This is an optimization exercise on Yosys and OpenROAD, whose aim is small area, not a production implementation.
Where RTL was checked, it was by simulation tests only, not by an equivalence proof against the original.

Setup of run 3:
Design fpu_ss, start of the top module:
module fpu_ss (
  input  logic                       clk_i,
  input  logic                       arst_n_i,
  input  logic                       issue_valid_i,
  input  logic [32-1:0]    issue_instr_i,
  input  logic [32-1:0]    issue_rs1_i,
  input  logic [4-1:0]    issue_id_i,
  output logic                       issue_ready_o,
  output logic                       issue_accept_o,
  input  logic                       result_ready_i,
  output logic                       result_valid_o,
  output logic [32-1:0]    result_data_o,
  output logic [5-1:0] result_rd_o,
  output logic [4-1:0]    result_id_o,
  output logic                       result_we_o
);
Settings: LEC_CHECK=0, CAP_MARGIN=0, CORE_MARGIN=2, CORE_UTILIZATION=65, PLACE_DENSITY=0.8, SLEW_MARGIN=0, SYNTH_HIERARCHICAL=1; clock period 5.0 ns.
standard.sh (not shown) runs the stock make flow with config.mk's settings and CLKGATE_MAP_FILE= SYNTH_SCRIPT=/design/flow/synth_recipe.tcl, a recipe that flattens the netlist after the stock synthesis.
==> flow/flow/run.sh <==
#!/bin/bash
# Standard ORFS layout with two changes: the port buffers are the smallest
# buffer, and clock tree synthesis uses larger sink clusters and no dummy loads.
set -euo pipefail
bash standard.sh finish \
  "BUFFER_PORTS_ARGS=-buffer_cell sky130_fd_sc_hd__buf_1" \
  "CTS_ARGS=-sink_clustering_enable -repair_clock_nets -dont_use_dummy_load -sink_clustering_size 26 -sink_clustering_max_diameter 80   -buf_list sky130_fd_sc_hd__clkbuf_16" \
  > standard_flow.log 2>&1
diff inputs: run 3 => run 2
# run 3
export LEC_CHECK = 0
export CAP_MARGIN = 0
export CORE_MARGIN = 2
export CORE_UTILIZATION = 65
export PLACE_DENSITY = 0.8
export SLEW_MARGIN = 0
export SYNTH_HIERARCHICAL = 1
create_clock -name core_clock -period 5.0 [get_ports {clk_i}]
# run 2
export LEC_CHECK = 0
export CAP_MARGIN = 0
export CORE_MARGIN = 2
export CORE_UTILIZATION = 55
export PLACE_DENSITY = 0.7
export SLEW_MARGIN = 0
export SYNTH_HIERARCHICAL = 1
create_clock -name core_clock -period 5.0 [get_ports {clk_i}]
==> flow/flow/run.sh <==
#!/bin/bash
# Standard ORFS layout with two changes: the port buffers are the smallest
# buffer, and clock tree synthesis uses larger sink clusters and no dummy loads.
set -euo pipefail
bash standard.sh finish \
  "BUFFER_PORTS_ARGS=-buffer_cell sky130_fd_sc_hd__buf_1" \
  "CTS_ARGS=-sink_clustering_enable -repair_clock_nets -dont_use_dummy_load -sink_clustering_size 26 -sink_clustering_max_diameter 80 -apply_ndr full   -buf_list sky130_fd_sc_hd__clkbuf_16" \
  > standard_flow.log 2>&1
## What came out
From run 3 to run 2 the numbers moved as follows: final critical path time including I/O delays and setup increased by 0.13 ns relative to the old numbers; final-layout clock-cell area share closely matched the old numbers; global-route wire length before repair increased by 4.2% relative to the old numbers.
Run 2 ends up with higher cell count than run 3 does.
Met3 layer wire length in the routed design: run 2 and run 3 compared, lower one is run 2
Between run 2 and run 3, it is run 2 whose worst hold-check slack is lower, by 0.014 ns.
Looking at via count of the first global-routing pass, run 2 sits 2.1% above run 3.
The lower ratio of cells with drive above 1 in the final layout came out of run 2.
Run 2 contains more vias than run 3.

fpu_ss, a different RTL version from the one above (not shown whole).
Size: roughly 4700 cells after synthesis, about 1100 flip-flops, about 120 I/O pins, ~0.041 mm² of cells after synthesis.
export LEC_CHECK = 0
export CAP_MARGIN = 0
export CORE_MARGIN = 2
export CORE_UTILIZATION = 55
export PLACE_DENSITY = 0.7
export SLEW_MARGIN = 0
create_clock -name core_clock -period 5.0 [get_ports {clk_i}]
==> flow/flow/run.sh <==
#!/bin/bash
# Standard ORFS layout with two changes: the port buffers are the smallest
# buffer, and clock tree synthesis uses larger sink clusters and no dummy loads.
set -euo pipefail
bash standard.sh finish \
  "BUFFER_PORTS_ARGS=-buffer_cell sky130_fd_sc_hd__buf_1" \
  "CTS_ARGS=-sink_clustering_enable -repair_clock_nets -dont_use_dummy_load -sink_clustering_size 24 -sink_clustering_max_diameter 80 -buf_list sky130_fd_sc_hd__clkbuf_16" \
  > standard_flow.log 2>&1
The baseline completed without violations.
Edit:
--- a/flow/flow/run.sh
+++ b/flow/flow/run.sh
@@ -7 +7 @@
-  "CTS_ARGS=-sink_clustering_enable -repair_clock_nets -dont_use_dummy_load -sink_clustering_size 24 -sink_clustering_max_diameter 80 -buf_list sky130_fd_sc_hd__clkbuf_16" \
+  "CTS_ARGS=-sink_clustering_enable -repair_clock_nets -dont_use_dummy_load -sink_clustering_size 30 -sink_clustering_max_diameter 80 -buf_list sky130_fd_sc_hd__clkbuf_16" \
Outcome: Clock-buffer cell count shrinks by 5; sequential cell count stays the same; final area barely changes; worst setup slack got worse by 0.021 ns; via count is about the same; register-to-register slack improved by 0.09 ns; wire length hardly moves; cell count stays flat.
Function was not checked in any run of this note: the RTL went through the layout flow alone.

-- what the ideal ports hide --
How much do the figures lean on ideal ports? The routed layouts below were timed once more, with nothing changed but the port constraints. Step 1, drivers: a clkbuf_16 drives clk_i and a buf_2 each remaining input, both assumed. Step 2 also shifts input and output timing later by t, the mid clock arrival at the registers, as if the neighbouring blocks saw the same clock. Slacks: ideal ports / drivers / drivers and shift; pairs: ideal ports / drivers.
run | t, ns | setup WS [ns] | worst hold slack (ns) | worst register clock-pin slew, ns | worst data-port slew with drivers (ns)
run 3 | 0.691 | 1.140 / 1.065 / 0.766 | 0.240 / 0.205 / 0.445 | 0.11 / 0.11 | 0.11
run 2 | 0.708 | 1.006 / 0.936 / 0.666 | 0.227 / 0.192 / 0.455 | 0.10 / 0.10 | 0.11
the first run of note 2 | 0.699 | 0.993 / 0.974 / 0.829 | 0.458 / 0.458 / 0.458 | 0.10 / 0.10 | 0.05
the second run of note 2 | 0.696 | 0.972 / 0.952 / 0.881 | 0.459 / 0.459 / 0.459 | 0.12 / 0.12 | 0.04
After both steps every run listed still meets setup and hold. For run 3, which loses most, drivers alone change the setup slack by -0.075 ns; drivers and shift together by -0.374 ns.
